This is an optimization exercise on Yosys and OpenROAD, whose aim is small area and a short achievable clock period, not a production implementation. In this exercise RTL edits were held to simulation tests only and were not proved equivalent to the original. Power and IR drop assume default switching activity.

## trail_stack
module trail_stack #(
    parameter int DATA_W = 32,
    parameter int DEPTH  = 64,
    parameter int LEVELS = 16
) (
    input  logic                          clock,
    input  logic                          reset,
    input  logic                          push,
    input  logic [DATA_W-1:0]             push_data,
    input  logic                          pop,
    output logic [DATA_W-1:0]             pop_data,
    output logic                          pop_valid,
    output logic [DATA_W-1:0]             top,
    input  logic                          mark,
    input  logic                          backtrack,
    input  logic [$clog2(LEVELS+1)-1:0]   bt_level,
    output logic                          unwind_valid,
    output logic [DATA_W-1:0]             unwind_data,
    output logic                          busy,
    output logic [$clog2(DEPTH+1)-1:0]    size,
    output logic [$clog2(LEVELS+1)-1:0]   level,
    output logic                          full,
    output logic                          empty,
    output logic                          err_overflow,
    output logic                          err_underflow
);
clock: 5.5 ns
lec_check: 0
cap_margin: 20
core_margin: 2
core_utilization: 62
cts_cluster_diameter: 70
cts_cluster_size: 24
setup_slack_margin: 2.9
slew_margin: 20
standard.sh (not shown) runs the stock make flow with config.mk's settings and CLKGATE_MAP_FILE= SYNTH_SCRIPT=/design/flow/synth_recipe.tcl, a recipe that flattens the netlist after the stock synthesis.
==> flow/flow/run.sh <==
#!/bin/bash
# The standard layout, with plain buffers (not delay cells) on the ports.
set -euo pipefail
export BUFFER_PORTS_ARGS="-buffer_cell sky130_fd_sc_hd__buf_2"
bash standard.sh > standard.log 2>&1
Rerun with:
--- a/flow/config.mk
+++ b/flow/config.mk
@@ -8,5 +8,5 @@
 export CAP_MARGIN = 20
 export CORE_MARGIN = 2
-export CORE_UTILIZATION = 62
+export CORE_UTILIZATION = 40
 export CTS_CLUSTER_DIAMETER = 70
 export CTS_CLUSTER_SIZE = 24
Setup slack got worse by 0.045 ns. Final area rose by 1.5%. Hold slack is about the same. Global-route usage fell by 15 points. Die area rose by 54%. Wire length rose by 2.5%. Core utilization fell by 25 points. Via count fell by 1.2%. Maximum frequency fell by 1.7%. Count of clock-buffer cells in the layout fell by 9. Final cell count rose by 15%.

Another version of the RTL of trail_stack (not shown whole).
For scale: ~2300 flip-flops, about 0.083 mm^2 of cells after synthesis.
// trail_stack
module trail_stack #(
    parameter int DATA_W = 32,
    parameter int DEPTH  = 64,
    parameter int LEVELS = 16
) (
    input  logic                          clock,
    input  logic                          reset,
    input  logic                          push,
    input  logic [DATA_W-1:0]             push_data,
    input  logic                          pop,
    output logic [DATA_W-1:0]             pop_data,
    output logic                          pop_valid,
    output logic [DATA_W-1:0]             top,
    input  logic                          mark,
    input  logic                          backtrack,
    input  logic [$clog2(LEVELS+1)-1:0]   bt_level,
    output logic                          unwind_valid,
    output logic [DATA_W-1:0]             unwind_data,
    output logic                          busy,
    output logic [$clog2(DEPTH+1)-1:0]    size,
    output logic [$clog2(LEVELS+1)-1:0]   level,
    output logic                          full,
    output logic                          empty,
    output logic                          err_overflow,
    output logic                          err_underflow
);
==> flow/config.mk <==
export PLATFORM = sky130hd
export DESIGN_NAME = trail_stack
export DESIGN_NICKNAME = trail_stack
export VERILOG_FILES = /design/flow/design.v
export SDC_FILE = /design/flow/constraint.sdc
export NUM_CORES = 4
export LEC_CHECK = 0
export CAP_MARGIN = 20
export CORE_MARGIN = 2
export CORE_UTILIZATION = 68
export CTS_CLUSTER_DIAMETER = 72
export CTS_CLUSTER_SIZE = 28
export SETUP_SLACK_MARGIN = 2.8
export SLEW_MARGIN = 20
export SYNTH_HIERARCHICAL = 1
==> flow/constraint.sdc <==
create_clock -name core_clock -period 5.5 [get_ports {clock}]
set_input_delay 1.1000 -clock core_clock [delete_from_list [all_inputs] [get_ports {clock}]]
set_output_delay 1.1000 -clock core_clock [all_outputs]
set_load 0.01 [all_outputs]
Scripts as last shown in full above: flow/flow/run.sh
The starting point went through all stages and came out clean.
Edit:
CORE_UTILIZATION = 62   (was 68)
After rerunning:
- The new run finished with timing, DRC and antenna clean
- routed wire length drops slightly
- power climbs slightly
- fmax climbs slightly
- final area is about the same
Edit:
CTS_CLUSTER_DIAMETER = 70   (was 72)
CTS_CLUSTER_SIZE = 24   (was 28)
The changed run went through all stages and came out clean.
Non-clock buffer count increases by 9.
Power increases slightly.
Utilization increases by 0.38 points.

==> what the ideal ports hide <==
The results above use ideal ports. As a check the final layouts listed here were re-extracted and re-timed, cells and wires unchanged.
Step 1: set_driving_cell puts a clkbuf_16 on clock and a buf_2 on each other input, an assumption about the parent block.
Step 2 also shifts input and output timing later by t, the mid clock arrival at the registers, as if the neighbouring blocks saw the same clock.
Slacks: ideal ports / drivers / drivers and shift; pairs: ideal ports / drivers.
run | t, ns | setup slack, ns | clock arrival spread, ns | pins driven straight from the clock port
the first run of note 1 | 0.882 | 2.831 / 2.754 / 1.936 | 0.048 / 0.048 | 1
the second run of note 1 | 0.901 | 2.786 / 2.783 / 1.882 | 0.052 / 0.051 | 1
the first run of note 2 | 0.818 | 2.764 / 2.701 / 1.883 | 0.044 / 0.044 | 1
the second run of note 2 | 0.842 | 2.806 / 2.781 / 1.981 | 0.032 / 0.032 | 1
the third run of note 2 | 0.865 | 2.792 / 2.752 / 1.983 | 0.028 / 0.027 | 1
After both steps setup and hold are still met in every run listed. For the second run of note 1, which loses most, drivers alone change the setup slack by -0.003 ns; drivers and shift together by -0.904 ns.
